From an optimization exercise on the open Yosys and OpenROAD flow, aimed at a short achievable clock period; shortcuts taken in it are not production practice. At most, simulation tests tie the RTL to the original design; equivalence was not proved. For runs 1 and 2, only the layout was checked, not whether the RTL still works. The flow treats the clock pin as an ideal source, which a real chip does not have. Power and IR drop assume default switching activity.

==> flow/design.v, too long to show whole: its modules and the start of the top module <==
// module frame_config_regs: 1001 lines
// module pixel_ingest: 337 lines
// module block_stats: 178 lines
// module square8: 62 lines
// module square8_inc: 62 lines
// module noise_estimator: 92 lines
// module noise_top: 76 lines
module noise_top (
	input logic clk,
	input logic reset,
	input logic reg_wr_en,
	input video_pkg::reg_addr_t reg_addr,
	input video_pkg::dim_t reg_wdata,
	input video_pkg::reg_addr_t reg_rd_addr,
	output video_pkg::dim_t reg_rdata,
	input video_pkg::pixel_t s_axis_tdata,
	input logic s_axis_tvalid,
	input logic s_axis_tuser,
	output logic s_axis_tready,
	output noise_pkg::variance_t estimated_noise,
	output logic estimated_noise_ready
);
  // ...
==> flow/run.sh <==
#!/bin/bash
# synth_recipe.tcl (not shown) runs the flow's synth.tcl, then flattens the netlist and writes it again
# the make line also repeats each setting of config.mk as NAME=value (left out here)
make -C /OpenROAD-flow-scripts/flow DESIGN_CONFIG=/design/flow/config.mk WORK_HOME=/design/flow/orfs CLKGATE_MAP_FILE= SYNTH_SCRIPT=/design/flow/synth_recipe.tcl finish
==> flow/config.mk <==
export PLATFORM = sky130hd
export DESIGN_NAME = noise_top
export DESIGN_NICKNAME = noise_top
export VERILOG_FILES = /design/flow/design.v
export SDC_FILE = /design/flow/constraint.sdc
export NUM_CORES = 4
export LEC_CHECK = 0
export CAP_MARGIN = 20
export CORE_MARGIN = 2
export CORE_UTILIZATION = 40
export SETUP_SLACK_MARGIN = 3.8
export SLEW_MARGIN = 20
export TNS_END_PERCENT = 100
==> flow/constraint.sdc <==
create_clock -name core_clock -period 7.0 [get_ports {clk}]
set_input_delay 1.4000 -clock core_clock [delete_from_list [all_inputs] [get_ports {clk}]]
set_output_delay 1.4000 -clock core_clock [all_outputs]
set_load 0.01 [all_outputs]
==> results.sh, run 1 <==
export IMPL_critPathKind="input port to output pin"
export IMPL_pwr_share_clk_pct=37.1
export IMPL_wl_met2_um=30900
export IMPL_synth_compound_area_share_pct=11.7
export IMPL_status="complete, no violations"
export IMPL_fmax_ghz=0.289
export IMPL_comb_power_share_pct=23.3
export IMPL_htreeDepth=2
export IMPL_final_util_pct=46.7
export IMPL_synth_common_cells="501 x dfxtp_1, 440 x inv_1, 392 x nand2_1"
export IMPL_fin_cells=4494
export IMPL_grt_pass1_wl_um=113000
export IMPL_yosys_area_share_adder_pct=25.4
export IMPL_finalPower_uw=8150
export IMPL_holdPathStages=0
export IMPL_synth_flop_cell="dfxtp_1"
export IMPL_worstPathRequired_ns=5.60
export IMPL_seq_area_share_pct=28.4
export IMPL_wire_per_inst_um=14.8
export IMPL_setup_viol=0
export IMPL_top_layer="met5"
export IMPL_multi_input_gates=2282
export IMPL_grt_max_degree=42
export IMPL_wl_um=66600
export IMPL_ff2ff_setup_slack_ns=3.81
export IMPL_ys_warn_count=4
export IMPL_p_clk_uw=3020
export IMPL_r2r_start="u_stats.last_sq[15]"
export IMPL_tightest_slew_ns=0.926
export IMPL_crit_chain="buf_16, buf_12, buf_6, mux2i_4, buf_6"
export IMPL_maxPowerGroup="sequential cells"
export IMPL_dominant_cells="multi-input gates"
export IMPL_ant_nets=0
export IMPL_clockRootBuffer="clkbuf_16"
export IMPL_multi_input_area_um2=19200
export IMPL_largest_reg_flops=32
==> module pixel_ingest, before the edit <==
module pixel_ingest (
	input logic clk,
	input logic reset,
	input video_pkg::pixel_t s_axis_tdata,
	input logic s_axis_tvalid,
	input logic s_axis_tuser,
	output logic s_axis_tready,
	output noise_pkg::pixel_thirds_t pixel,
	output logic sample_valid
);
	logic accept;
	logic take_word;
	logic [8:0] red, green, blue;
	logic [6:0] q_r, q_g, q_b;
	logic [1:0] rem_third;
	function automatic logic [8:0] third_of(input logic [7:0] c);
		case (c)
			8'd0: third_of = {7'd0, 2'd0};
			8'd1: third_of = {7'd0, 2'd1};
			8'd2: third_of = {7'd0, 2'd2};
			8'd3: third_of = {7'd1, 2'd0};
			8'd4: third_of = {7'd1, 2'd1};
			8'd5: third_of = {7'd1, 2'd2};
			8'd6: third_of = {7'd2, 2'd0};
			8'd7: third_of = {7'd2, 2'd1};
			8'd8: third_of = {7'd2, 2'd2};
			8'd9: third_of = {7'd3, 2'd0};
			8'd10: third_of = {7'd3, 2'd1};
			8'd11: third_of = {7'd3, 2'd2};
			8'd12: third_of = {7'd4, 2'd0};
			8'd13: third_of = {7'd4, 2'd1};
			8'd14: third_of = {7'd4, 2'd2};
			8'd15: third_of = {7'd5, 2'd0};
			8'd16: third_of = {7'd5, 2'd1};
			8'd17: third_of = {7'd5, 2'd2};
			8'd18: third_of = {7'd6, 2'd0};
			8'd19: third_of = {7'd6, 2'd1};
			8'd20: third_of = {7'd6, 2'd2};
			8'd21: third_of = {7'd7, 2'd0};
			8'd22: third_of = {7'd7, 2'd1};
			8'd23: third_of = {7'd7, 2'd2};
			8'd24: third_of = {7'd8, 2'd0};
			8'd25: third_of = {7'd8, 2'd1};
			8'd26: third_of = {7'd8, 2'd2};
			8'd27: third_of = {7'd9, 2'd0};
			8'd28: third_of = {7'd9, 2'd1};
			8'd29: third_of = {7'd9, 2'd2};
			8'd30: third_of = {7'd10, 2'd0};
			8'd31: third_of = {7'd10, 2'd1};
			8'd32: third_of = {7'd10, 2'd2};
			8'd33: third_of = {7'd11, 2'd0};
			8'd34: third_of = {7'd11, 2'd1};
			8'd35: third_of = {7'd11, 2'd2};
			8'd36: third_of = {7'd12, 2'd0};
			8'd37: third_of = {7'd12, 2'd1};
			8'd38: third_of = {7'd12, 2'd2};
			8'd39: third_of = {7'd13, 2'd0};
			8'd40: third_of = {7'd13, 2'd1};
			8'd41: third_of = {7'd13, 2'd2};
			8'd42: third_of = {7'd14, 2'd0};
			8'd43: third_of = {7'd14, 2'd1};
			8'd44: third_of = {7'd14, 2'd2};
			8'd45: third_of = {7'd15, 2'd0};
			8'd46: third_of = {7'd15, 2'd1};
			8'd47: third_of = {7'd15, 2'd2};
			8'd48: third_of = {7'd16, 2'd0};
			8'd49: third_of = {7'd16, 2'd1};
			8'd50: third_of = {7'd16, 2'd2};
			8'd51: third_of = {7'd17, 2'd0};
			8'd52: third_of = {7'd17, 2'd1};
			8'd53: third_of = {7'd17, 2'd2};
			8'd54: third_of = {7'd18, 2'd0};
			8'd55: third_of = {7'd18, 2'd1};
			8'd56: third_of = {7'd18, 2'd2};
			8'd57: third_of = {7'd19, 2'd0};
			8'd58: third_of = {7'd19, 2'd1};
			8'd59: third_of = {7'd19, 2'd2};
			8'd60: third_of = {7'd20, 2'd0};
			8'd61: third_of = {7'd20, 2'd1};
			8'd62: third_of = {7'd20, 2'd2};
			8'd63: third_of = {7'd21, 2'd0};
			8'd64: third_of = {7'd21, 2'd1};
			8'd65: third_of = {7'd21, 2'd2};
			8'd66: third_of = {7'd22, 2'd0};
			8'd67: third_of = {7'd22, 2'd1};
			8'd68: third_of = {7'd22, 2'd2};
			8'd69: third_of = {7'd23, 2'd0};
			8'd70: third_of = {7'd23, 2'd1};
			8'd71: third_of = {7'd23, 2'd2};
			8'd72: third_of = {7'd24, 2'd0};
			8'd73: third_of = {7'd24, 2'd1};
			8'd74: third_of = {7'd24, 2'd2};
			8'd75: third_of = {7'd25, 2'd0};
			8'd76: third_of = {7'd25, 2'd1};
			8'd77: third_of = {7'd25, 2'd2};
			8'd78: third_of = {7'd26, 2'd0};
			8'd79: third_of = {7'd26, 2'd1};
			8'd80: third_of = {7'd26, 2'd2};
			8'd81: third_of = {7'd27, 2'd0};
			8'd82: third_of = {7'd27, 2'd1};
			8'd83: third_of = {7'd27, 2'd2};
			8'd84: third_of = {7'd28, 2'd0};
			8'd85: third_of = {7'd28, 2'd1};
			8'd86: third_of = {7'd28, 2'd2};
			8'd87: third_of = {7'd29, 2'd0};
			8'd88: third_of = {7'd29, 2'd1};
			8'd89: third_of = {7'd29, 2'd2};
			8'd90: third_of = {7'd30, 2'd0};
			8'd91: third_of = {7'd30, 2'd1};
			8'd92: third_of = {7'd30, 2'd2};
			8'd93: third_of = {7'd31, 2'd0};
			8'd94: third_of = {7'd31, 2'd1};
			8'd95: third_of = {7'd31, 2'd2};
			8'd96: third_of = {7'd32, 2'd0};
			8'd97: third_of = {7'd32, 2'd1};
			8'd98: third_of = {7'd32, 2'd2};
			8'd99: third_of = {7'd33, 2'd0};
			8'd100: third_of = {7'd33, 2'd1};
			8'd101: third_of = {7'd33, 2'd2};
			8'd102: third_of = {7'd34, 2'd0};
			8'd103: third_of = {7'd34, 2'd1};
			8'd104: third_of = {7'd34, 2'd2};
			8'd105: third_of = {7'd35, 2'd0};
			8'd106: third_of = {7'd35, 2'd1};
			8'd107: third_of = {7'd35, 2'd2};
			8'd108: third_of = {7'd36, 2'd0};
			8'd109: third_of = {7'd36, 2'd1};
			8'd110: third_of = {7'd36, 2'd2};
			8'd111: third_of = {7'd37, 2'd0};
			8'd112: third_of = {7'd37, 2'd1};
			8'd113: third_of = {7'd37, 2'd2};
			8'd114: third_of = {7'd38, 2'd0};
			8'd115: third_of = {7'd38, 2'd1};
			8'd116: third_of = {7'd38, 2'd2};
			8'd117: third_of = {7'd39, 2'd0};
			8'd118: third_of = {7'd39, 2'd1};
			8'd119: third_of = {7'd39, 2'd2};
			8'd120: third_of = {7'd40, 2'd0};
			8'd121: third_of = {7'd40, 2'd1};
			8'd122: third_of = {7'd40, 2'd2};
			8'd123: third_of = {7'd41, 2'd0};
			8'd124: third_of = {7'd41, 2'd1};
			8'd125: third_of = {7'd41, 2'd2};
			8'd126: third_of = {7'd42, 2'd0};
			8'd127: third_of = {7'd42, 2'd1};
			8'd128: third_of = {7'd42, 2'd2};
			8'd129: third_of = {7'd43, 2'd0};
			8'd130: third_of = {7'd43, 2'd1};
			8'd131: third_of = {7'd43, 2'd2};
			8'd132: third_of = {7'd44, 2'd0};
			8'd133: third_of = {7'd44, 2'd1};
			8'd134: third_of = {7'd44, 2'd2};
			8'd135: third_of = {7'd45, 2'd0};
			8'd136: third_of = {7'd45, 2'd1};
			8'd137: third_of = {7'd45, 2'd2};
			8'd138: third_of = {7'd46, 2'd0};
			8'd139: third_of = {7'd46, 2'd1};
			8'd140: third_of = {7'd46, 2'd2};
			8'd141: third_of = {7'd47, 2'd0};
			8'd142: third_of = {7'd47, 2'd1};
			8'd143: third_of = {7'd47, 2'd2};
			8'd144: third_of = {7'd48, 2'd0};
			8'd145: third_of = {7'd48, 2'd1};
			8'd146: third_of = {7'd48, 2'd2};
			8'd147: third_of = {7'd49, 2'd0};
			8'd148: third_of = {7'd49, 2'd1};
			8'd149: third_of = {7'd49, 2'd2};
			8'd150: third_of = {7'd50, 2'd0};
			8'd151: third_of = {7'd50, 2'd1};
			8'd152: third_of = {7'd50, 2'd2};
			8'd153: third_of = {7'd51, 2'd0};
			8'd154: third_of = {7'd51, 2'd1};
			8'd155: third_of = {7'd51, 2'd2};
			8'd156: third_of = {7'd52, 2'd0};
			8'd157: third_of = {7'd52, 2'd1};
			8'd158: third_of = {7'd52, 2'd2};
			8'd159: third_of = {7'd53, 2'd0};
			8'd160: third_of = {7'd53, 2'd1};
			8'd161: third_of = {7'd53, 2'd2};
			8'd162: third_of = {7'd54, 2'd0};
			8'd163: third_of = {7'd54, 2'd1};
			8'd164: third_of = {7'd54, 2'd2};
			8'd165: third_of = {7'd55, 2'd0};
			8'd166: third_of = {7'd55, 2'd1};
			8'd167: third_of = {7'd55, 2'd2};
			8'd168: third_of = {7'd56, 2'd0};
			8'd169: third_of = {7'd56, 2'd1};
			8'd170: third_of = {7'd56, 2'd2};
			8'd171: third_of = {7'd57, 2'd0};
			8'd172: third_of = {7'd57, 2'd1};
			8'd173: third_of = {7'd57, 2'd2};
			8'd174: third_of = {7'd58, 2'd0};
			8'd175: third_of = {7'd58, 2'd1};
			8'd176: third_of = {7'd58, 2'd2};
			8'd177: third_of = {7'd59, 2'd0};
			8'd178: third_of = {7'd59, 2'd1};
			8'd179: third_of = {7'd59, 2'd2};
			8'd180: third_of = {7'd60, 2'd0};
			8'd181: third_of = {7'd60, 2'd1};
			8'd182: third_of = {7'd60, 2'd2};
			8'd183: third_of = {7'd61, 2'd0};
			8'd184: third_of = {7'd61, 2'd1};
			8'd185: third_of = {7'd61, 2'd2};
			8'd186: third_of = {7'd62, 2'd0};
			8'd187: third_of = {7'd62, 2'd1};
			8'd188: third_of = {7'd62, 2'd2};
			8'd189: third_of = {7'd63, 2'd0};
			8'd190: third_of = {7'd63, 2'd1};
			8'd191: third_of = {7'd63, 2'd2};
			8'd192: third_of = {7'd64, 2'd0};
			8'd193: third_of = {7'd64, 2'd1};
			8'd194: third_of = {7'd64, 2'd2};
			8'd195: third_of = {7'd65, 2'd0};
			8'd196: third_of = {7'd65, 2'd1};
			8'd197: third_of = {7'd65, 2'd2};
			8'd198: third_of = {7'd66, 2'd0};
			8'd199: third_of = {7'd66, 2'd1};
			8'd200: third_of = {7'd66, 2'd2};
			8'd201: third_of = {7'd67, 2'd0};
			8'd202: third_of = {7'd67, 2'd1};
			8'd203: third_of = {7'd67, 2'd2};
			8'd204: third_of = {7'd68, 2'd0};
			8'd205: third_of = {7'd68, 2'd1};
			8'd206: third_of = {7'd68, 2'd2};
			8'd207: third_of = {7'd69, 2'd0};
			8'd208: third_of = {7'd69, 2'd1};
			8'd209: third_of = {7'd69, 2'd2};
			8'd210: third_of = {7'd70, 2'd0};
			8'd211: third_of = {7'd70, 2'd1};
			8'd212: third_of = {7'd70, 2'd2};
			8'd213: third_of = {7'd71, 2'd0};
			8'd214: third_of = {7'd71, 2'd1};
			8'd215: third_of = {7'd71, 2'd2};
			8'd216: third_of = {7'd72, 2'd0};
			8'd217: third_of = {7'd72, 2'd1};
			8'd218: third_of = {7'd72, 2'd2};
			8'd219: third_of = {7'd73, 2'd0};
			8'd220: third_of = {7'd73, 2'd1};
			8'd221: third_of = {7'd73, 2'd2};
			8'd222: third_of = {7'd74, 2'd0};
			8'd223: third_of = {7'd74, 2'd1};
			8'd224: third_of = {7'd74, 2'd2};
			8'd225: third_of = {7'd75, 2'd0};
			8'd226: third_of = {7'd75, 2'd1};
			8'd227: third_of = {7'd75, 2'd2};
			8'd228: third_of = {7'd76, 2'd0};
			8'd229: third_of = {7'd76, 2'd1};
			8'd230: third_of = {7'd76, 2'd2};
			8'd231: third_of = {7'd77, 2'd0};
			8'd232: third_of = {7'd77, 2'd1};
			8'd233: third_of = {7'd77, 2'd2};
			8'd234: third_of = {7'd78, 2'd0};
			8'd235: third_of = {7'd78, 2'd1};
			8'd236: third_of = {7'd78, 2'd2};
			8'd237: third_of = {7'd79, 2'd0};
			8'd238: third_of = {7'd79, 2'd1};
			8'd239: third_of = {7'd79, 2'd2};
			8'd240: third_of = {7'd80, 2'd0};
			8'd241: third_of = {7'd80, 2'd1};
			8'd242: third_of = {7'd80, 2'd2};
			8'd243: third_of = {7'd81, 2'd0};
			8'd244: third_of = {7'd81, 2'd1};
			8'd245: third_of = {7'd81, 2'd2};
			8'd246: third_of = {7'd82, 2'd0};
			8'd247: third_of = {7'd82, 2'd1};
			8'd248: third_of = {7'd82, 2'd2};
			8'd249: third_of = {7'd83, 2'd0};
			8'd250: third_of = {7'd83, 2'd1};
			8'd251: third_of = {7'd83, 2'd2};
			8'd252: third_of = {7'd84, 2'd0};
			8'd253: third_of = {7'd84, 2'd1};
			8'd254: third_of = {7'd84, 2'd2};
			8'd255: third_of = {7'd85, 2'd0};
			default: third_of = 9'd0;
		endcase
	endfunction
	assign accept = s_axis_tvalid & s_axis_tready;
	assign take_word = accept & ~reset;
	assign red = third_of(s_axis_tdata[video_pkg::red_lsb +: video_pkg::channel_width]);
	assign green = third_of(s_axis_tdata[video_pkg::green_lsb +: video_pkg::channel_width]);
	assign blue = third_of(s_axis_tdata[video_pkg::blue_lsb +: video_pkg::channel_width]);
	assign q_r = red[8:2];
	assign q_g = green[8:2];
	assign q_b = blue[8:2];
	always_comb begin
		case ({red[1:0], green[1:0], blue[1:0]})
			6'b000000: rem_third = 2'd0;
			6'b000001: rem_third = 2'd0;
			6'b000010: rem_third = 2'd0;
			6'b000100: rem_third = 2'd0;
			6'b000101: rem_third = 2'd0;
			6'b000110: rem_third = 2'd1;
			6'b001000: rem_third = 2'd0;
			6'b001001: rem_third = 2'd1;
			6'b001010: rem_third = 2'd1;
			6'b010000: rem_third = 2'd0;
			6'b010001: rem_third = 2'd0;
			6'b010010: rem_third = 2'd1;
			6'b010100: rem_third = 2'd0;
			6'b010101: rem_third = 2'd1;
			6'b010110: rem_third = 2'd1;
			6'b011000: rem_third = 2'd1;
			6'b011001: rem_third = 2'd1;
			6'b011010: rem_third = 2'd1;
			6'b100000: rem_third = 2'd0;
			6'b100001: rem_third = 2'd1;
			6'b100010: rem_third = 2'd1;
			6'b100100: rem_third = 2'd1;
			6'b100101: rem_third = 2'd1;
			6'b100110: rem_third = 2'd1;
			6'b101000: rem_third = 2'd1;
			6'b101001: rem_third = 2'd1;
			6'b101010: rem_third = 2'd2;
			default: rem_third = 2'd0;
		endcase
	end
	always_ff @(posedge clk) begin
		if (reset) begin
			s_axis_tready <= 1'b0;
		end else begin
			s_axis_tready <= 1'b1;
		end
	end
	always_ff @(posedge clk) begin
		if (reset) begin
			sample_valid <= 1'b0;
		end else begin
			sample_valid <= take_word;
		end
	end
	always_ff @(posedge clk) begin
		pixel.sof <= s_axis_tuser & take_word;
		pixel.third_sum <= (q_r ^ q_g ^ q_b) & {7{take_word}};
		pixel.third_carry <= ((q_r & q_g) | (q_r & q_b) | (q_g & q_b)) & {7{take_word}};
		pixel.rem_third <= rem_third & {2{take_word}};
	end
endmodule
==> module block_stats, before the edit <==
module block_stats (
	input logic clk,
	input logic reset,
	input noise_pkg::pixel_thirds_t pixel,
	input logic sample_valid,
	input noise_pkg::variance_t block_min,
	output logic frame_start,
	output logic frame_start_next,
	output logic result_valid,
	output noise_pkg::sum_sq_t part_sum_sq,
	output logic [15:0] last_sq,
	output logic [15:0] mean_sq,
	output logic [23:0] part_sum_sq_min
);
	logic [video_pkg::block_shift-1:0] sample_count;
	logic count_zero;
	logic count_last;
	logic first_sample;
	logic last_sample;
	video_pkg::luma_t luma;
	noise_pkg::sum_t acc_sum;
	noise_pkg::sum_t acc_gated;
	noise_pkg::sum_t sum_next;
	video_pkg::luma_t luma_d;
	noise_pkg::sum_t blk_sum;
	logic first_d2;
	logic blk_valid;
	logic sof_d1;
	logic [15:0] luma_sq;
	logic [15:0] luma_sq1;
	logic [15:0] blk_mean_sq;
	logic [15:0] last_sq1;
	logic first_d3;
	noise_pkg::sum_sq_t acc_sum_sq;
	logic [23:0] acc_sum_sq_min;
	logic lt_1;
	logic lt_2;
	logic lt_3;
	logic lt_4;
	logic lt_5;
	logic lt_6;
	logic lt_7;
	logic lt_8;
	logic lt_9;
	logic lt_10;
	logic lt_11;
	logic lt_12;
	assign lt_1 = pixel.third_sum[1] ^ pixel.third_carry[0];
	assign lt_2 = pixel.third_sum[1] & pixel.third_carry[0];
	assign lt_3 = pixel.third_sum[2] ^ pixel.third_carry[1];
	assign lt_4 = pixel.third_sum[2] & pixel.third_carry[1];
	assign lt_5 = pixel.third_sum[3] ^ pixel.third_carry[2];
	assign lt_6 = pixel.third_sum[3] & pixel.third_carry[2];
	assign lt_7 = pixel.third_sum[4] ^ pixel.third_carry[3];
	assign lt_8 = pixel.third_sum[4] & pixel.third_carry[3];
	assign lt_9 = pixel.third_sum[5] ^ pixel.third_carry[4];
	assign lt_10 = pixel.third_sum[5] & pixel.third_carry[4];
	assign lt_11 = pixel.third_sum[6] ^ pixel.third_carry[5];
	assign lt_12 = pixel.third_sum[6] & pixel.third_carry[5];
	assign luma = {lt_12, lt_10, lt_8, lt_6, lt_4, lt_2, lt_1, pixel.third_sum[0]} + {pixel.third_carry[6], lt_11, lt_9, lt_7, lt_5, lt_3, pixel.rem_third[1], pixel.rem_third[0]};
	assign first_sample = pixel.sof | count_zero;
	assign last_sample = !pixel.sof && count_last;
	assign acc_gated = first_sample ? noise_pkg::sum_t'(0) : acc_sum;
	logic st_1;
	logic st_2;
	logic st_3;
	logic st_4;
	logic st_5;
	logic st_6;
	logic st_7;
	logic st_8;
	logic st_9;
	logic st_10;
	logic st_11;
	logic st_12;
	logic st_13;
	logic st_14;
	logic st_15;
	logic st_16;
	logic st_17;
	logic st_18;
	logic st_19;
	logic st_20;
	logic st_21;
	logic st_22;
	logic st_23;
	logic st_24;
	logic st_25;
	logic st_26;
	logic st_27;
	logic st_28;
	assign st_1 = acc_gated[1] ^ pixel.third_sum[1];
	assign st_2 = acc_gated[1] & pixel.third_sum[1];
	assign st_3 = acc_gated[2] ^ pixel.third_sum[2];
	assign st_4 = acc_gated[2] & pixel.third_sum[2];
	assign st_5 = acc_gated[3] ^ pixel.third_sum[3];
	assign st_6 = acc_gated[3] & pixel.third_sum[3];
	assign st_7 = acc_gated[4] ^ pixel.third_sum[4];
	assign st_8 = acc_gated[4] & pixel.third_sum[4];
	assign st_9 = acc_gated[5] ^ pixel.third_sum[5];
	assign st_10 = acc_gated[5] & pixel.third_sum[5];
	assign st_11 = acc_gated[6] ^ pixel.third_sum[6];
	assign st_12 = acc_gated[6] & pixel.third_sum[6];
	assign st_13 = acc_gated[0] ^ pixel.third_sum[0];
	assign st_14 = acc_gated[0] & pixel.third_sum[0];
	assign st_15 = st_1 ^ pixel.third_carry[0] ^ pixel.rem_third[1];
	assign st_16 = (st_1 & pixel.third_carry[0]) | (st_1 & pixel.rem_third[1]) | (pixel.third_carry[0] & pixel.rem_third[1]);
	assign st_17 = st_2 ^ st_3 ^ pixel.third_carry[1];
	assign st_18 = (st_2 & st_3) | (st_2 & pixel.third_carry[1]) | (st_3 & pixel.third_carry[1]);
	assign st_19 = st_4 ^ st_5 ^ pixel.third_carry[2];
	assign st_20 = (st_4 & st_5) | (st_4 & pixel.third_carry[2]) | (st_5 & pixel.third_carry[2]);
	assign st_21 = st_6 ^ st_7 ^ pixel.third_carry[3];
	assign st_22 = (st_6 & st_7) | (st_6 & pixel.third_carry[3]) | (st_7 & pixel.third_carry[3]);
	assign st_23 = st_8 ^ st_9 ^ pixel.third_carry[4];
	assign st_24 = (st_8 & st_9) | (st_8 & pixel.third_carry[4]) | (st_9 & pixel.third_carry[4]);
	assign st_25 = st_10 ^ st_11 ^ pixel.third_carry[5];
	assign st_26 = (st_10 & st_11) | (st_10 & pixel.third_carry[5]) | (st_11 & pixel.third_carry[5]);
	assign st_27 = st_12 ^ acc_gated[7] ^ pixel.third_carry[6];
	assign st_28 = (st_12 & acc_gated[7]) | (st_12 & pixel.third_carry[6]) | (acc_gated[7] & pixel.third_carry[6]);
	assign sum_next = {acc_gated[13], acc_gated[12], acc_gated[11], acc_gated[10], acc_gated[9], st_28, st_26, st_24, st_22, st_20, st_18, st_16, st_14, st_13} + {1'b0, 1'b0, 1'b0, 1'b0, 1'b0, acc_gated[8], st_27, st_25, st_23, st_21, st_19, st_17, st_15, pixel.rem_third[0]};
	always_ff @(posedge clk) begin
		if (reset) begin
			sample_count <= '0;
			count_zero <= 1'b1;
			count_last <= 1'b0;
		end else if (sample_valid) begin
			if (pixel.sof) begin
				sample_count <= video_pkg::block_shift'(1);
				count_zero <= 1'b0;
				count_last <= 1'b0;
			end else begin
				sample_count <= sample_count + 1'b1;
				count_zero <= count_last;
				count_last <= (sample_count == video_pkg::samples_per_block - 2);
			end
		end
	end
	always_ff @(posedge clk) begin
		acc_sum <= sum_next;
	end
	always_ff @(posedge clk) begin
		luma_d <= luma;
		blk_sum <= sum_next;
		first_d2 <= first_sample;
	end
	square8 u_luma_sq (.x(luma_d), .y(luma_sq));
	square8_inc u_luma_sq1 (.x(luma_d), .y(luma_sq1));
	square8 u_mean_sq (.x(blk_sum[13:6]), .y(blk_mean_sq));
	always_ff @(posedge clk) begin
		last_sq <= luma_sq;
		mean_sq <= blk_mean_sq;
		last_sq1 <= luma_sq1;
		first_d3 <= first_d2;
	end
	always_ff @(posedge clk) begin
		acc_sum_sq <= (first_d3 ? noise_pkg::sum_sq_t'(0) : acc_sum_sq) + noise_pkg::sum_sq_t'(last_sq);
	end
	always_ff @(posedge clk) begin
		acc_sum_sq_min <= (first_d3 ? {2'b11, ~block_min, 6'b111111} : acc_sum_sq_min)
				+ 24'(first_d3 ? last_sq1 : last_sq);
	end
	assign part_sum_sq = acc_sum_sq;
	assign frame_start_next = sof_d1;
	assign part_sum_sq_min = acc_sum_sq_min;
	always_ff @(posedge clk) begin
		if (reset) begin
			blk_valid <= 1'b0;
			result_valid <= 1'b0;
			sof_d1 <= 1'b0;
			frame_start <= 1'b0;
		end else begin
			blk_valid <= sample_valid & last_sample;
			result_valid <= blk_valid;
			sof_d1 <= sample_valid & pixel.sof;
			frame_start <= sof_d1;
		end
	end
endmodule
==> run 2, diff against run 1 <==
--- a/flow/design.v
+++ b/flow/design.v
@@ -23,5 +23,7 @@
 		logic [6:0] third_sum;
 		logic [6:0] third_carry;
-		logic [1:0] rem_third;
+		logic [1:0] rem_red;
+		logic [1:0] rem_green;
+		logic [1:0] rem_blue;
 	} pixel_thirds_t;
 	typedef enum logic [1:0] {
@@ -1048,5 +1050,4 @@
 	logic [8:0] red, green, blue;
 	logic [6:0] q_r, q_g, q_b;
-	logic [1:0] rem_third;
 	function automatic logic [8:0] third_of(input logic [7:0] c);
 		case (c)
@@ -1318,36 +1319,4 @@
 	assign q_g = green[8:2];
 	assign q_b = blue[8:2];
-	always_comb begin
-		case ({red[1:0], green[1:0], blue[1:0]})
-			6'b000000: rem_third = 2'd0;
-			6'b000001: rem_third = 2'd0;
-			6'b000010: rem_third = 2'd0;
-			6'b000100: rem_third = 2'd0;
-			6'b000101: rem_third = 2'd0;
-			6'b000110: rem_third = 2'd1;
-			6'b001000: rem_third = 2'd0;
-			6'b001001: rem_third = 2'd1;
-			6'b001010: rem_third = 2'd1;
-			6'b010000: rem_third = 2'd0;
-			6'b010001: rem_third = 2'd0;
-			6'b010010: rem_third = 2'd1;
-			6'b010100: rem_third = 2'd0;
-			6'b010101: rem_third = 2'd1;
-			6'b010110: rem_third = 2'd1;
-			6'b011000: rem_third = 2'd1;
-			6'b011001: rem_third = 2'd1;
-			6'b011010: rem_third = 2'd1;
-			6'b100000: rem_third = 2'd0;
-			6'b100001: rem_third = 2'd1;
-			6'b100010: rem_third = 2'd1;
-			6'b100100: rem_third = 2'd1;
-			6'b100101: rem_third = 2'd1;
-			6'b100110: rem_third = 2'd1;
-			6'b101000: rem_third = 2'd1;
-			6'b101001: rem_third = 2'd1;
-			6'b101010: rem_third = 2'd2;
-			default: rem_third = 2'd0;
-		endcase
-	end
 	always_ff @(posedge clk) begin
 		if (reset) begin
@@ -1368,5 +1337,7 @@
 		pixel.third_sum <= (q_r ^ q_g ^ q_b) & {7{take_word}};
 		pixel.third_carry <= ((q_r & q_g) | (q_r & q_b) | (q_g & q_b)) & {7{take_word}};
-		pixel.rem_third <= rem_third & {2{take_word}};
+		pixel.rem_red <= red[1:0] & {2{take_word}};
+		pixel.rem_green <= green[1:0] & {2{take_word}};
+		pixel.rem_blue <= blue[1:0] & {2{take_word}};
 	end
 endmodule
@@ -1407,89 +1378,56 @@
 	noise_pkg::sum_sq_t acc_sum_sq;
 	logic [23:0] acc_sum_sq_min;
-	logic lt_1;
-	logic lt_2;
-	logic lt_3;
-	logic lt_4;
-	logic lt_5;
-	logic lt_6;
-	logic lt_7;
-	logic lt_8;
-	logic lt_9;
-	logic lt_10;
-	logic lt_11;
-	logic lt_12;
-	assign lt_1 = pixel.third_sum[1] ^ pixel.third_carry[0];
-	assign lt_2 = pixel.third_sum[1] & pixel.third_carry[0];
-	assign lt_3 = pixel.third_sum[2] ^ pixel.third_carry[1];
-	assign lt_4 = pixel.third_sum[2] & pixel.third_carry[1];
-	assign lt_5 = pixel.third_sum[3] ^ pixel.third_carry[2];
-	assign lt_6 = pixel.third_sum[3] & pixel.third_carry[2];
-	assign lt_7 = pixel.third_sum[4] ^ pixel.third_carry[3];
-	assign lt_8 = pixel.third_sum[4] & pixel.third_carry[3];
-	assign lt_9 = pixel.third_sum[5] ^ pixel.third_carry[4];
-	assign lt_10 = pixel.third_sum[5] & pixel.third_carry[4];
-	assign lt_11 = pixel.third_sum[6] ^ pixel.third_carry[5];
-	assign lt_12 = pixel.third_sum[6] & pixel.third_carry[5];
-	assign luma = {lt_12, lt_10, lt_8, lt_6, lt_4, lt_2, lt_1, pixel.third_sum[0]} + {pixel.third_carry[6], lt_11, lt_9, lt_7, lt_5, lt_3, pixel.rem_third[1], pixel.rem_third[0]};
+	logic [1:0] rem_third;
+	always_comb begin
+		case ({pixel.rem_red, pixel.rem_green, pixel.rem_blue})
+			6'b000000: rem_third = 2'd0;
+			6'b000001: rem_third = 2'd0;
+			6'b000010: rem_third = 2'd0;
+			6'b000100: rem_third = 2'd0;
+			6'b000101: rem_third = 2'd0;
+			6'b000110: rem_third = 2'd1;
+			6'b001000: rem_third = 2'd0;
+			6'b001001: rem_third = 2'd1;
+			6'b001010: rem_third = 2'd1;
+			6'b010000: rem_third = 2'd0;
+			6'b010001: rem_third = 2'd0;
+			6'b010010: rem_third = 2'd1;
+			6'b010100: rem_third = 2'd0;
+			6'b010101: rem_third = 2'd1;
+			6'b010110: rem_third = 2'd1;
+			6'b011000: rem_third = 2'd1;
+			6'b011001: rem_third = 2'd1;
+			6'b011010: rem_third = 2'd1;
+			6'b100000: rem_third = 2'd0;
+			6'b100001: rem_third = 2'd1;
+			6'b100010: rem_third = 2'd1;
+			6'b100100: rem_third = 2'd1;
+			6'b100101: rem_third = 2'd1;
+			6'b100110: rem_third = 2'd1;
+			6'b101000: rem_third = 2'd1;
+			6'b101001: rem_third = 2'd1;
+			6'b101010: rem_third = 2'd2;
+			default: rem_third = 2'd0;
+		endcase
+	end
+	logic [7:0] l_a, l_b, luma0, luma1, luma2;
+	assign l_a = {1'b0, pixel.third_sum};
+	assign l_b = {pixel.third_carry, 1'b0};
+	assign luma0 = l_a + l_b;
+	assign luma1 = l_a + (l_b | 8'd1);
+	assign luma2 = l_a + (l_b | 8'd1) + 8'd1;
+	assign luma = (rem_third == 2'd0) ? luma0 : (rem_third == 2'd1) ? luma1 : luma2;
 	assign first_sample = pixel.sof | count_zero;
 	assign last_sample = !pixel.sof && count_last;
 	assign acc_gated = first_sample ? noise_pkg::sum_t'(0) : acc_sum;
-	logic st_1;
-	logic st_2;
-	logic st_3;
-	logic st_4;
-	logic st_5;
-	logic st_6;
-	logic st_7;
-	logic st_8;
-	logic st_9;
-	logic st_10;
-	logic st_11;
-	logic st_12;
-	logic st_13;
-	logic st_14;
-	logic st_15;
-	logic st_16;
-	logic st_17;
-	logic st_18;
-	logic st_19;
-	logic st_20;
-	logic st_21;
-	logic st_22;
-	logic st_23;
-	logic st_24;
-	logic st_25;
-	logic st_26;
-	logic st_27;
-	logic st_28;
-	assign st_1 = acc_gated[1] ^ pixel.third_sum[1];
-	assign st_2 = acc_gated[1] & pixel.third_sum[1];
-	assign st_3 = acc_gated[2] ^ pixel.third_sum[2];
-	assign st_4 = acc_gated[2] & pixel.third_sum[2];
-	assign st_5 = acc_gated[3] ^ pixel.third_sum[3];
-	assign st_6 = acc_gated[3] & pixel.third_sum[3];
-	assign st_7 = acc_gated[4] ^ pixel.third_sum[4];
-	assign st_8 = acc_gated[4] & pixel.third_sum[4];
-	assign st_9 = acc_gated[5] ^ pixel.third_sum[5];
-	assign st_10 = acc_gated[5] & pixel.third_sum[5];
-	assign st_11 = acc_gated[6] ^ pixel.third_sum[6];
-	assign st_12 = acc_gated[6] & pixel.third_sum[6];
-	assign st_13 = acc_gated[0] ^ pixel.third_sum[0];
-	assign st_14 = acc_gated[0] & pixel.third_sum[0];
-	assign st_15 = st_1 ^ pixel.third_carry[0] ^ pixel.rem_third[1];
-	assign st_16 = (st_1 & pixel.third_carry[0]) | (st_1 & pixel.rem_third[1]) | (pixel.third_carry[0] & pixel.rem_third[1]);
-	assign st_17 = st_2 ^ st_3 ^ pixel.third_carry[1];
-	assign st_18 = (st_2 & st_3) | (st_2 & pixel.third_carry[1]) | (st_3 & pixel.third_carry[1]);
-	assign st_19 = st_4 ^ st_5 ^ pixel.third_carry[2];
-	assign st_20 = (st_4 & st_5) | (st_4 & pixel.third_carry[2]) | (st_5 & pixel.third_carry[2]);
-	assign st_21 = st_6 ^ st_7 ^ pixel.third_carry[3];
-	assign st_22 = (st_6 & st_7) | (st_6 & pixel.third_carry[3]) | (st_7 & pixel.third_carry[3]);
-	assign st_23 = st_8 ^ st_9 ^ pixel.third_carry[4];
-	assign st_24 = (st_8 & st_9) | (st_8 & pixel.third_carry[4]) | (st_9 & pixel.third_carry[4]);
-	assign st_25 = st_10 ^ st_11 ^ pixel.third_carry[5];
-	assign st_26 = (st_10 & st_11) | (st_10 & pixel.third_carry[5]) | (st_11 & pixel.third_carry[5]);
-	assign st_27 = st_12 ^ acc_gated[7] ^ pixel.third_carry[6];
-	assign st_28 = (st_12 & acc_gated[7]) | (st_12 & pixel.third_carry[6]) | (acc_gated[7] & pixel.third_carry[6]);
-	assign sum_next = {acc_gated[13], acc_gated[12], acc_gated[11], acc_gated[10], acc_gated[9], st_28, st_26, st_24, st_22, st_20, st_18, st_16, st_14, st_13} + {1'b0, 1'b0, 1'b0, 1'b0, 1'b0, acc_gated[8], st_27, st_25, st_23, st_21, st_19, st_17, st_15, pixel.rem_third[0]};
+	logic [13:0] s_a, s_b, s_s, s_c, sum0, sum1, sum2;
+	assign s_a = 14'(pixel.third_sum);
+	assign s_b = 14'({pixel.third_carry, 1'b0});
+	assign s_s = acc_gated ^ s_a ^ s_b;
+	assign s_c = {((acc_gated & s_a) | (acc_gated & s_b) | (s_a & s_b)), 1'b0};
+	assign sum0 = s_s + s_c;
+	assign sum1 = s_s + (s_c | 14'd1);
+	assign sum2 = s_s + (s_c | 14'd1) + 14'd1;
+	assign sum_next = (rem_third == 2'd0) ? sum0 : (rem_third == 2'd1) ? sum1 : sum2;
 	always_ff @(posedge clk) begin
 		if (reset) begin
==> flow/flow/run.sh (new file) <==
#!/bin/bash
# Layout flow: the standard layout (standard.sh, unchanged synthesis and
# steps) with one ECO hooked in after clock tree synthesis through ORFS's
# POST_CTS_TCL: flow/post_cts.tcl gives each load of the reg_rd_addr port a
# buffer of its own straight off the port and sizes the reg_rdata output
# buffers, the only input-to-output path of the design.
set -euo pipefail
here=$(pwd)
sed -e "s|CLKGATE_MAP_FILE= |CLKGATE_MAP_FILE= POST_CTS_TCL=$here/flow/post_cts.tcl |" standard.sh > flow_standard.sh
grep -q 'POST_CTS_TCL=' flow_standard.sh
# make and every ORFS step: make.log here, each step's own log under orfs/logs
bash flow_standard.sh finish > make.log 2>&1
test -f out/final.def
==> flow/flow/post_cts.tcl (new file) <==
# ECO after CTS: every load of the reg_rd_addr port gets a buffer of its own
# straight off the port, and each reg_rdata port's output buffer is sized up.
proc eco_log {msg} { puts "ECO: $msg" }
set block [ord::get_db_block]
set db [ord::get_db]
set bufm [$db findMaster sky130_fd_sc_hd__buf_4]

proc is_buffer {inst} {
  set m [[$inst getMaster] getName]
  return [regexp {^sky130_fd_sc_hd__(buf|clkbuf)_[0-9]+$} $m]
}
proc out_iterm {inst} {
  foreach it [$inst getITerms] {
    if {[$it isOutputSignal]} { return $it }
  }
  return ""
}
# leaf (non-buffer) input pins reached from net through buffers
proc leaf_loads {net bufs_var} {
  upvar $bufs_var bufs
  set leaves {}
  foreach it [$net getITerms] {
    if {![$it isInputSignal]} { continue }
    set inst [$it getInst]
    if {[is_buffer $inst]} {
      lappend bufs $inst
      set o [out_iterm $inst]
      set onet [$o getNet]
      if {$onet ne "NULL" && $onet ne ""} {
        set leaves [concat $leaves [leaf_loads $onet bufs]]
      }
    } else {
      lappend leaves $it
    }
  }
  return $leaves
}

set bt [$block findBTerm "reg_rd_addr\[0\]"]
if {$bt eq "NULL"} { set bt [$block findBTerm "reg_rd_addr"] }
set pnet [$bt getNet]
set bufs {}
set leaves [leaf_loads $pnet bufs]
eco_log "reg_rd_addr: [llength $leaves] loads behind [llength $bufs] buffers"
set n 0
foreach it $leaves {
  set inst [$it getInst]
  set loc [$inst getLocation]
  set nb [odb::dbInst_create $block $bufm "eco_rdaddr_buf_$n"]
  set nn [odb::dbNet_create $block "eco_rdaddr_net_$n"]
  $it disconnect
  $it connect $nn
  [$nb findITerm X] connect $nn
  [$nb findITerm A] connect $pnet
  $nb setLocation [lindex $loc 0] [lindex $loc 1]
  $nb setPlacementStatus PLACED
  incr n
}
# remove the old buffers, now without loads
foreach b $bufs {
  set o [out_iterm $b]
  set onet [$o getNet]
  foreach it [$b getITerms] { if {[$it getNet] ne "NULL"} { $it disconnect } }
  odb::dbInst_destroy $b
  if {$onet ne "NULL" && [llength [$onet getITerms]] == 0 && [llength [$onet getBTerms]] == 0} {
    odb::dbNet_destroy $onet
  }
}
eco_log "inserted $n buffers, removed [llength $bufs]"

# output buffers of reg_rdata: one size that drives the port load quickly
set outm [$db findMaster sky130_fd_sc_hd__buf_6]
set k 0
foreach bt [$block getBTerms] {
  if {![string match "reg_rdata*" [$bt getName]]} { continue }
  set net [$bt getNet]
  foreach it [$net getITerms] {
    if {[$it isOutputSignal]} {
      set inst [$it getInst]
      if {[is_buffer $inst] && [[$inst getMaster] getName] ne "sky130_fd_sc_hd__buf_6"} {
        $inst swapMaster $outm
        incr k
      }
    }
  }
}
eco_log "resized $k reg_rdata output buffers"
==> flow/standard.sh (new file) <==
#!/bin/bash
# synth_recipe.tcl (not shown) runs the flow's synth.tcl, then flattens the netlist and writes it again
# the make line also repeats each setting of config.mk as NAME=value (left out here)
make -C /OpenROAD-flow-scripts/flow DESIGN_CONFIG=/design/flow/config.mk WORK_HOME=/design/flow/orfs CLKGATE_MAP_FILE= SYNTH_SCRIPT=/design/flow/synth_recipe.tcl "${@:-finish}"
removed: flow/run.sh
==> run 2 against run 1 <==
Total power grew 12%. Worst setup slack better by 0.11 ns. Largest cell class unchanged. Global-route usage rose by 0.30 points. Sequential share of layout area decreased by 1.8 points. Register-to-register slack worse by 0.17 ns. Utilization up 1.6 points.
==> results.sh, run 2 <==
export IMPL_status="complete, no violations"
export IMPL_min_period_ns=3.36
export IMPL_yosys_area_share_adder_pct=24.3
export IMPL_drc=0
export IMPL_syn_area_um2=31600
export IMPL_grt_pass1_wl_um=119000
export IMPL_holdCritPathClass="flip-flop to flip-flop"
export IMPL_hold_violations=0
export IMPL_r2r_start="u_ingest.pixel[20]"
export IMPL_async_flop_share_pct=0
export IMPL_ys_top_cells_by_area="dfxtp_1 32%, fa_1 16%, ha_1 8.4%"
export IMPL_first_global_vias=23100
export IMPL_ant_nets=0
export IMPL_synth_flop_cell="dfxtp_1"
export IMPL_antenna_found_initial=0
export IMPL_synth_edf_count=0
export IMPL_timing_rr_end="u_stats.acc_sum[13]"
export IMPL_ir_drop_uv=210
export IMPL_drv_slew=0
export IMPL_p_per_area_nw_per_um2=240
export IMPL_cp_start_kind="flip-flop"
export IMPL_wire_per_inst_um=15.4
export IMPL_drt_iter0_markers=1132
export IMPL_fin_area_um2=37900
export IMPL_regMostFlops="u_estimator.blk_count_next"
export IMPL_viasPerCell=4.96
export IMPL_crit_arrival_ns=3.87
export IMPL_final_cell_mix="468 x dfxtp_1, 416 x inv_1, 372 x nand2_1, 247 x fa_1, 202 x nor2_1"
export IMPL_fillerInstances=7396
export IMPL_synth_top_area_share_pct=31.7
export IMPL_worstSkewPairLatency_ns=0.67
export IMPL_place_congestion=0.814
export IMPL_fp_dieW_um=285
export IMPL_avgSynthCellArea_um2=9.02
export IMPL_hold_start="u_stats.first_d2"
export IMPL_cp_end_kind="flip-flop"
export IMPL_synthSimpleGateAreaFrac_pct=16.4
export IMPL_die_area_um2=81400
export IMPL_synth_top_family_by_area="adder cells"
export IMPL_pin_count=89
export IMPL_setup_tns_ns=0
export IMPL_ys_ff_latch=501
export IMPL_ff2ff_setup_slack_ns=3.64
export IMPL_rsz0062_at_grt="true"
export IMPL_synthXorXnorAreaFrac_pct=5.26
export IMPL_synth_mux_area_fraction_pct=2.34
export IMPL_dpl_cell_area_um2=33500
export IMPL_ys_warn_count=4
export IMPL_overflow=0
export IMPL_port_buffers=80
export IMPL_ys_types=95
export IMPL_r2r_cells=16
export IMPL_dr_pass1_iters=7
export IMPL_num_rows=103
export IMPL_syn_inst=3507
export IMPL_largest_reg_flops=32
export IMPL_grt_use_total_pct=17.7
export IMPL_cts_sinks=501
export IMPL_fin_worst_skew_ns=0.0665
export IMPL_yosysSeqAreaShare_pct=31.7
export IMPL_p_leak_uw=0.0170
export IMPL_worstPathMaxFanout=5
export IMPL_drive_gt1_share_pct=14.8
export IMPL_synth_common_cells="501 x dfxtp_1, 443 x inv_1, 378 x nand2_1"
export IMPL_nNetsFinal=4131
export IMPL_tightest_slew_ns=0.965
export IMPL_cts_tree="done"
export IMPL_syn2layout_area_growth_pct=19.8
export IMPL_antennaDiodeCount=0
export IMPL_grt_max_degree=49
export IMPL_hold_path_end="u_stats.first_d3"
export IMPL_worstPathRequired_ns=7.52
export IMPL_yosysMostFrequentCell="dfxtp_1"
export IMPL_yosysTopAreaCell="dfxtp_1"
export IMPL_fmax_ghz=0.298
export IMPL_synth_nets=4025
export IMPL_synth_compound_area_share_pct=12.7
export IMPL_num_vias=23300
export IMPL_reg_top3="u_estimator.blk_count_next x32, u_regs.area_row0 x30, u_regs.area_row1 x29"
export IMPL_clkTransAtPathRegs_ns=0.06
export IMPL_holdPathStages=0
export IMPL_setup_viol=0
export IMPL_max_cap_violations=0
export IMPL_wl_um=72500
export IMPL_relSlewSlack_pct=35.7
export IMPL_die_h_um=285
export IMPL_layout_commonest_cell="dfxtp_1"
export IMPL_core_area_um2=78600
export IMPL_final_util_pct=48.2
export IMPL_period_share_pct=47.9
export IMPL_hpwlAfterDp_um=49800
export IMPL_start_util_pct=40.2
export IMPL_critPathKind="flip-flop to flip-flop"
## run 2: cell count changes after synthesis, moves of 10 or more
cell,previous run,this run
a21oi_1,144,167
nor2_1,191,210
nand2_1,392,378
buf_1,6,16
xor2_1,64,83
and2_1,213,202
a21o_1,29,49
mux2i_1,40,54
clkbuf_1,111,123
ha_1,224,213
o21ai_0,127,137
## run 2: layer usage
metal / up-vias / part of all wire, % / track usage (%)
li1: 11700 / - / -
met1: 11100 / 48 / 24.9
met2: 407 / 46 / 29.1
met5: - / 0 / 0
met3: 97 / 4.0 / 2.22
met4: 0 / 1.8 / 3.82
## run 2: worst max path at each step
stage | cells after the start | slack [ns] | start | to
floorplan | 13 | 3.20 | s_axis_tdata[4] | u_stats.rem_third[0]
global placement | 12 | 2.09 | s_axis_tdata[2] | u_stats.rem_third[0]
detailed placement | 12 | 2.05 | s_axis_tdata[2] | u_stats.rem_third[0]
global route | 17 | 3.47 | u_ingest.pixel[20] | u_stats.acc_sum[9]
finish | 16 | 3.64 | u_ingest.pixel[20] | u_stats.acc_sum[13]
## run 2: metrics by stage
stage | std cells | total power, uW | worst slack, ns | hold WS [ns]
2_1_floorplan | 3507 | 4770 | 3.20 | 0.310
3_3_place_gp | 4491 | 5290 | 2.09 | 0.313
3_5_place_dp | 4491 | 5310 | 2.05 | 0.314
5_1_grt | 4708 | 9630 | 3.47 | 0.331
6_report | 4708 | 9100 | 3.64 | 0.323
## run 2: kinds of logic after synthesis
family                     count (synthesis)
and+or+nand+nor                         1065
AOI/OAI and AO/OA                        614
buffers and inverters                    601
DFF                                      501
adders and majority gates                465
xor gates and xnor gates                 190
muxes                                     71
## run 2: cell type report, without the clock buffers
cell class / instances / area (um2) / area share [%]
inverters: 445 / 1700 / 4.47
clock inverters: 24 / 393 / 1.04
multi-input cells: 2408 / 20700 / 54.6
well taps: 1050 / 1310 / 3.47
flip-flops and latches: 501 / 10100 / 26.6
repair buffers: 183 / 1820 / 4.81
plain buffers: 16 / 225 / 0.594
## run 2: worst max-delay path: stages (launching register included)
cell      delay (ns)
dfxtp_4         0.35
nor2_4          0.17
buf_12          0.15
nand2_4         0.05
fa_1            0.49
inv_2           0.06
ha_4            0.16
fa_2            0.34
buf_4           0.17
a31oi_4         0.21
o21ai_2         0.09
a21o_1          0.20
a21oi_2         0.17
nor2_2          0.07
o2111a_1        0.26
a41oi_2         0.17
xor2_1          0.15
## run 2: report_power, final
group | switching (uW) | total, uW | leakage [uW] | internal [uW]
clock network | 1260 | 3190 | 0.00100 | 1930
logic | 1320 | 2650 | 0.0119 | 1330
registers | 178 | 3260 | 0.00409 | 3080
==> module noise_top, before the edit <==
module noise_top (
	input logic clk,
	input logic reset,
	input logic reg_wr_en,
	input video_pkg::reg_addr_t reg_addr,
	input video_pkg::dim_t reg_wdata,
	input video_pkg::reg_addr_t reg_rd_addr,
	output video_pkg::dim_t reg_rdata,
	input video_pkg::pixel_t s_axis_tdata,
	input logic s_axis_tvalid,
	input logic s_axis_tuser,
	output logic s_axis_tready,
	output noise_pkg::variance_t estimated_noise,
	output logic estimated_noise_ready
);
	video_pkg::block_count_t blocks;
	noise_pkg::pixel_thirds_t pixel;
	logic sample_valid;
	logic frame_start;
	logic frame_start_next;
	logic result_valid;
	noise_pkg::sum_sq_t part_sum_sq;
	logic [15:0] last_sq;
	logic [15:0] mean_sq;
	logic [23:0] part_sum_sq_min;
	noise_pkg::variance_t block_min;
	frame_config_regs u_regs (
		.clk(clk),
		.reset(reset),
		.reg_wr_en(reg_wr_en),
		.reg_addr(reg_addr),
		.reg_wdata(reg_wdata),
		.reg_rd_addr(reg_rd_addr),
		.reg_rdata(reg_rdata),
		.blocks(blocks)
	);
	pixel_ingest u_ingest (
		.clk(clk),
		.reset(reset),
		.s_axis_tdata(s_axis_tdata),
		.s_axis_tvalid(s_axis_tvalid),
		.s_axis_tuser(s_axis_tuser),
		.s_axis_tready(s_axis_tready),
		.pixel(pixel),
		.sample_valid(sample_valid)
	);
	block_stats u_stats (
		.clk(clk),
		.reset(reset),
		.pixel(pixel),
		.sample_valid(sample_valid),
		.block_min(block_min),
		.frame_start(frame_start),
		.frame_start_next(frame_start_next),
		.result_valid(result_valid),
		.part_sum_sq(part_sum_sq),
		.last_sq(last_sq),
		.mean_sq(mean_sq),
		.part_sum_sq_min(part_sum_sq_min)
	);
	noise_estimator u_estimator (
		.clk(clk),
		.reset(reset),
		.blocks(blocks),
		.frame_start(frame_start),
		.frame_start_next(frame_start_next),
		.result_valid(result_valid),
		.part_sum_sq(part_sum_sq),
		.last_sq(last_sq),
		.mean_sq(mean_sq),
		.part_sum_sq_min(part_sum_sq_min),
		.block_min(block_min),
		.estimated_noise(estimated_noise),
		.estimated_noise_ready(estimated_noise_ready)
	);
endmodule
==> run 3, diff against run 2 <==
--- a/flow/design.v
+++ b/flow/design.v
@@ -1044,5 +1044,6 @@
 	output logic s_axis_tready,
 	output noise_pkg::pixel_thirds_t pixel,
-	output logic sample_valid
+	output logic sample_valid,
+	output logic sof_next
 );
 	logic accept;
@@ -1313,4 +1314,5 @@
 	assign accept = s_axis_tvalid & s_axis_tready;
 	assign take_word = accept & ~reset;
+	assign sof_next = s_axis_tuser & take_word;
 	assign red = third_of(s_axis_tdata[video_pkg::red_lsb +: video_pkg::channel_width]);
 	assign green = third_of(s_axis_tdata[video_pkg::green_lsb +: video_pkg::channel_width]);
@@ -1334,5 +1336,5 @@
 	end
 	always_ff @(posedge clk) begin
-		pixel.sof <= s_axis_tuser & take_word;
+		pixel.sof <= sof_next;
 		pixel.third_sum <= (q_r ^ q_g ^ q_b) & {7{take_word}};
 		pixel.third_carry <= ((q_r & q_g) | (q_r & q_b) | (q_g & q_b)) & {7{take_word}};
@@ -1348,4 +1350,5 @@
 	input noise_pkg::pixel_thirds_t pixel,
 	input logic sample_valid,
+	input logic sof_next,
 	input noise_pkg::variance_t block_min,
 	output logic frame_start,
@@ -1360,4 +1363,6 @@
 	logic count_zero;
 	logic count_last;
+	logic count_zero_next;
+	logic first_flag;
 	logic first_sample;
 	logic last_sample;
@@ -1378,69 +1383,32 @@
 	noise_pkg::sum_sq_t acc_sum_sq;
 	logic [23:0] acc_sum_sq_min;
-	logic [1:0] rem_third;
-	always_comb begin
-		case ({pixel.rem_red, pixel.rem_green, pixel.rem_blue})
-			6'b000000: rem_third = 2'd0;
-			6'b000001: rem_third = 2'd0;
-			6'b000010: rem_third = 2'd0;
-			6'b000100: rem_third = 2'd0;
-			6'b000101: rem_third = 2'd0;
-			6'b000110: rem_third = 2'd1;
-			6'b001000: rem_third = 2'd0;
-			6'b001001: rem_third = 2'd1;
-			6'b001010: rem_third = 2'd1;
-			6'b010000: rem_third = 2'd0;
-			6'b010001: rem_third = 2'd0;
-			6'b010010: rem_third = 2'd1;
-			6'b010100: rem_third = 2'd0;
-			6'b010101: rem_third = 2'd1;
-			6'b010110: rem_third = 2'd1;
-			6'b011000: rem_third = 2'd1;
-			6'b011001: rem_third = 2'd1;
-			6'b011010: rem_third = 2'd1;
-			6'b100000: rem_third = 2'd0;
-			6'b100001: rem_third = 2'd1;
-			6'b100010: rem_third = 2'd1;
-			6'b100100: rem_third = 2'd1;
-			6'b100101: rem_third = 2'd1;
-			6'b100110: rem_third = 2'd1;
-			6'b101000: rem_third = 2'd1;
-			6'b101001: rem_third = 2'd1;
-			6'b101010: rem_third = 2'd2;
-			default: rem_third = 2'd0;
-		endcase
-	end
-	logic [7:0] l_a, l_b, luma0, luma1, luma2;
-	assign l_a = {1'b0, pixel.third_sum};
-	assign l_b = {pixel.third_carry, 1'b0};
-	assign luma0 = l_a + l_b;
-	assign luma1 = l_a + (l_b | 8'd1);
-	assign luma2 = l_a + (l_b | 8'd1) + 8'd1;
-	assign luma = (rem_third == 2'd0) ? luma0 : (rem_third == 2'd1) ? luma1 : luma2;
-	assign first_sample = pixel.sof | count_zero;
+	logic rem_ge3, rem_ge6;
+	logic [2:0] rem_two, rem_one;
+	assign rem_two = {pixel.rem_red[1], pixel.rem_green[1], pixel.rem_blue[1]};
+	assign rem_one = {pixel.rem_red[0], pixel.rem_green[0], pixel.rem_blue[0]};
+	assign rem_ge6 = &rem_two;
+	assign rem_ge3 = (rem_two[2] & rem_two[1]) | (rem_two[2] & rem_two[0]) | (rem_two[1] & rem_two[0])
+		| ((|rem_two) & (|rem_one)) | (&rem_one);
+	assign luma = {1'b0, pixel.third_sum} + {pixel.third_carry, rem_ge6} + {7'd0, rem_ge3};
+	assign first_sample = first_flag;
 	assign last_sample = !pixel.sof && count_last;
 	assign acc_gated = first_sample ? noise_pkg::sum_t'(0) : acc_sum;
-	logic [13:0] s_a, s_b, s_s, s_c, sum0, sum1, sum2;
+	logic [13:0] s_a, s_b, s_s, s_c;
 	assign s_a = 14'(pixel.third_sum);
 	assign s_b = 14'({pixel.third_carry, 1'b0});
 	assign s_s = acc_gated ^ s_a ^ s_b;
-	assign s_c = {((acc_gated & s_a) | (acc_gated & s_b) | (s_a & s_b)), 1'b0};
-	assign sum0 = s_s + s_c;
-	assign sum1 = s_s + (s_c | 14'd1);
-	assign sum2 = s_s + (s_c | 14'd1) + 14'd1;
-	assign sum_next = (rem_third == 2'd0) ? sum0 : (rem_third == 2'd1) ? sum1 : sum2;
+	assign s_c = {((acc_gated & s_a) | (acc_gated & s_b) | (s_a & s_b)), rem_ge6};
+	assign sum_next = s_s + s_c + {13'd0, rem_ge3};
+	assign count_zero_next = reset ? 1'b1 : !sample_valid ? count_zero : pixel.sof ? 1'b0 : count_last;
 	always_ff @(posedge clk) begin
 		if (reset) begin
 			sample_count <= '0;
-			count_zero <= 1'b1;
 			count_last <= 1'b0;
 		end else if (sample_valid) begin
 			if (pixel.sof) begin
 				sample_count <= video_pkg::block_shift'(1);
-				count_zero <= 1'b0;
 				count_last <= 1'b0;
 			end else begin
 				sample_count <= sample_count + 1'b1;
-				count_zero <= count_last;
 				count_last <= (sample_count == video_pkg::samples_per_block - 2);
 			end
@@ -1448,4 +1416,8 @@
 	end
 	always_ff @(posedge clk) begin
+		count_zero <= count_zero_next;
+		first_flag <= count_zero_next | sof_next;
+	end
+	always_ff @(posedge clk) begin
 		acc_sum <= sum_next;
 	end
@@ -1724,4 +1696,5 @@
 	noise_pkg::pixel_thirds_t pixel;
 	logic sample_valid;
+	logic sof_next;
 	logic frame_start;
 	logic frame_start_next;
@@ -1750,5 +1723,6 @@
 		.s_axis_tready(s_axis_tready),
 		.pixel(pixel),
-		.sample_valid(sample_valid)
+		.sample_valid(sample_valid),
+		.sof_next(sof_next)
 	);
 	block_stats u_stats (
@@ -1757,4 +1731,5 @@
 		.pixel(pixel),
 		.sample_valid(sample_valid),
+		.sof_next(sof_next),
 		.block_min(block_min),
 		.frame_start(frame_start),
==> run 3 against run 2 <==
Clock skew down 0.013 ns. Hold slack gained 0.0016 ns. Final cell count down 4.3%. Combinational power fell by about 30%. Die area down 3.1%. Global-route usage is 1.1 points lower. Largest power group unchanged.
==> results.sh, run 3 <==
export IMPL_cp_slowest_stage_delay_ns=0.24
export IMPL_cp_end_kind="output pin"
export IMPL_syn_inst=3372
export IMPL_synth_flop_cell="dfxtp_1"
export IMPL_synth_compound_area_share_pct=11.3
export IMPL_drt_iter0_markers=956
export IMPL_fin_worst_skew_ns=0.0534
export IMPL_worstPathRequired_ns=5.60
export IMPL_worstPathMaxFanout=16
export IMPL_hold_violations=0
export IMPL_core_area_um2=75900
export IMPL_yosysSeqAreaShare_pct=33.1
export IMPL_tightest_slew_ns=0.986
export IMPL_fp_dieW_um=281
export IMPL_ir_drop_uv=187
export IMPL_num_rows=101
export IMPL_synth_top_area_share_pct=33.1
export IMPL_ant_nets=0
export IMPL_ys_ff_latch=506
export IMPL_overflow=0
export IMPL_setup_tns_ns=0
export IMPL_crit_chain="buf_4, mux2i_2, buf_6"
export IMPL_regMostFlops="u_estimator.blk_count_next"
export IMPL_pin_count=89
export IMPL_die_area_um2=78900
export IMPL_final_cell_mix="480 x dfxtp_1, 462 x inv_1, 362 x nand2_1, 250 x fa_1, 205 x ha_1"
export IMPL_fmax_ghz=0.306
export IMPL_antenna_found_initial=0
export IMPL_largest_reg_flops=32
export IMPL_num_vias=21600
export IMPL_cp_top_family="multiplexers"
export IMPL_worst_path_stages=3
export IMPL_synthXorXnorAreaFrac_pct=4.85
export IMPL_hpwlAfterDp_um=46900
export IMPL_critPathKind="input port to output pin"
export IMPL_min_period_ns=3.27
export IMPL_p_leak_uw=0.0161
export IMPL_max_cap_violations=0
export IMPL_grt_use_total_pct=16.6
export IMPL_holdPathStages=0
export IMPL_nNetsFinal=3944
export IMPL_synth_top_family_by_area="adder cells"
export IMPL_ff2ff_setup_slack_ns=3.85
export IMPL_reg_top3="u_estimator.blk_count_next x32, u_regs.area_row0 x30, u_regs.area_row1 x29"
export IMPL_avgSynthCellArea_um2=9.09
export IMPL_syn2layout_area_growth_pct=15.2
export IMPL_crit_slowest_cell="mux2i_2"
export IMPL_first_global_vias=21300
export IMPL_setup_viol=0
export IMPL_die_h_um=281
export IMPL_relSlewSlack_pct=34.2
export IMPL_grt_pass1_wl_um=108000
export IMPL_drive_gt1_share_pct=9.84
export IMPL_ys_types=88
export IMPL_status="complete, no violations"
export IMPL_grt_max_degree=60
export IMPL_viasPerCell=4.80
export IMPL_wl_um=65000
export IMPL_port_buffers=80
export IMPL_synthSimpleGateAreaFrac_pct=16.2
export IMPL_synth_nets=3886
export IMPL_place_inst=4356
export IMPL_ys_warn_count=4
export IMPL_layout_commonest_cell="dfxtp_1"
export IMPL_cts_tree="done"
export IMPL_dr_pass1_iters=5
export IMPL_yosys_area_share_adder_pct=24.9
export IMPL_crit_arrival_ns=1.87
export IMPL_holdCritPathClass="flip-flop to flip-flop"
export IMPL_start_util_pct=40.4
export IMPL_period_share_pct=46.7
export IMPL_ys_top_cells_by_area="dfxtp_1 33%, fa_1 16%, ha_1 8.5%"
export IMPL_rsz0062_at_grt="true"
export IMPL_antennaDiodeCount=0
export IMPL_syn_area_um2=30600
export IMPL_r2r_start="u_stats.last_sq1[11]"
export IMPL_cts_sinks=506
export IMPL_final_setup_worst_slack_ns=3.73
export IMPL_cp_start_kind="input port"
export IMPL_yosysMostFrequentCell="dfxtp_1"
export IMPL_async_flop_share_pct=0
export IMPL_p_per_area_nw_per_um2=235
export IMPL_place_congestion=0.829
export IMPL_cp_buffers_inverters=2
export IMPL_yosysTopAreaCell="dfxtp_1"
export IMPL_synth_common_cells="506 x dfxtp_1, 466 x inv_1, 365 x nand2_1"
export IMPL_hold_start="u_stats.first_d2"
export IMPL_timing_rr_end="u_estimator.estimate[7]"
export IMPL_synth_mux_area_fraction_pct=2.31
export IMPL_wire_per_inst_um=14.4
export IMPL_hold_path_end="u_stats.first_d3"
export IMPL_synth_edf_count=0
export IMPL_fillerInstances=7280
export IMPL_clkTransAtPathRegs_ns=0.06
export IMPL_place_ws_ns=2.49
export IMPL_fin_cells=4507
export IMPL_worstSkewPairLatency_ns=0.63
export IMPL_drc=0
export IMPL_r2r_cells=11
export IMPL_drv_slew=0
-- run 3: cell types whose count changed after synthesis, moves of 7 or more --
cell      before  now
o21ai_0      137  129
and4_1         3   10
clkbuf_1     123  112
inv_1        443  466
and2_1       202  195
nor2_1       210  186
xor2_1        83   62
nand4_1       24   16
a21boi_0      10    2
a31oi_1       22   11
a21oi_1      167  182
nand2_1      378  365
a21o_1        49   32
-- run 3: layer usage --
metal | vias to the layer above | share of wire, % | global-route usage [%]
met5 | - | 0 | 0
met3 | 87 | 3.4 | 2.34
met4 | 0 | 1.8 | 4.10
met1 | 10200 | 49 | 22.8
met2 | 311 | 46 | 27.5
li1 | 11000 | - | -
-- run 3: area by class of cell, without the clock buffers --
class	count	area (um2)	share of cell area (%)
plain buffers	16	120	0.340
inverters	466	1750	4.96
clock inverters	24	369	1.05
well taps	1030	1290	3.65
flip-flops and latches	506	10200	28.8
repair buffers	119	1150	3.26
multi-input cells	2264	18800	53.1
-- run 3: worst max path at each step --
stage / start / endpoint / slack (ns)
floorplan: reg_rd_addr[0] / reg_rdata[10] / 3.61
global placement: s_axis_tdata[2] / u_ingest.pixel[13] / 2.57
detailed placement: s_axis_tdata[2] / u_ingest.pixel[13] / 2.49
global route: reg_rd_addr[0] / reg_rdata[4] / 3.73
finish: reg_rd_addr[0] / reg_rdata[15] / 3.73
-- run 3: through the flow --
step	hold WS, ns	power (uW)	instance area (um2)	utilization, %
final	0.325	8320	35300	46.5
after global routing	0.344	8790	35300	46.5
after detailed placement	0.312	5020	32500	42.7
after global placement	0.311	5000	32500	42.7
after floorplan	0.310	4530	30900	-
-- run 3: worst register-to-register path: cells and delay by family, from the launching register on --
kind | cells | cell delay (ns)
flip-flops | 1 | 0.36
AND/OR/NAND/NOR | 3 | 0.76
XOR/XNOR | 1 | 0.29
adder cells (fa/ha/maj) | 2 | 0.81
AO/OA/AOI/OAI | 1 | 0.14
buffers and inverters | 3 | 0.36
multiplexers | 1 | 0.33
-- run 3: cells by family after synthesis --
logic type / count (synthesis)
simple gates: 1017
buf+inv: 602
compound gates: 550
flops: 506
fa+ha+maj: 460
xor+xnor: 169
mux: 68
-- run 3: power by group --
part           switching, uW  internal [uW]
Clock                   1230           1980
Combinational            988            873
Sequential               156           3090
Total                   2380           5940

what the ideal ports hide:
The flow's constraints put no driver on any port. The routed layouts listed below were extracted and timed again, unchanged, in two steps.
Step 1 assumes that a clkbuf_16 drives the clock port and a buf_2 every other input.
Step 2 times the ports against the registers' clock, not the clock port: input delays grow and output delays shrink by t, the midpoint of the rising clock arrivals with the driver on.
Three values: ideal ports, drivers, drivers and shift; two values: the first two.
| run | t (ns) | setup slack, ns | hold slack, ns | worst setup path at the end | worst register clock-pin slew, ns |
|---|---|---|---|---|---|
| run 1 | 0.676 | 3.537 / 3.454 / 3.273 | 0.325 / 0.325 / 0.325 | input to register | 0.07 / 0.07 |
| run 2 | 0.691 | 3.644 / 3.165 / 2.979 | 0.323 / 0.323 / 0.323 | input to register | 0.07 / 0.07 |
| run 3 | 0.672 | 3.733 / 3.414 / 3.316 | 0.325 / 0.325 / 0.325 | input to register | 0.06 / 0.06 |
After both steps every run listed still meets setup and hold. The setup slack of run 2, which loses most, moves by -0.479 ns with the drivers and by -0.665 ns with both steps.
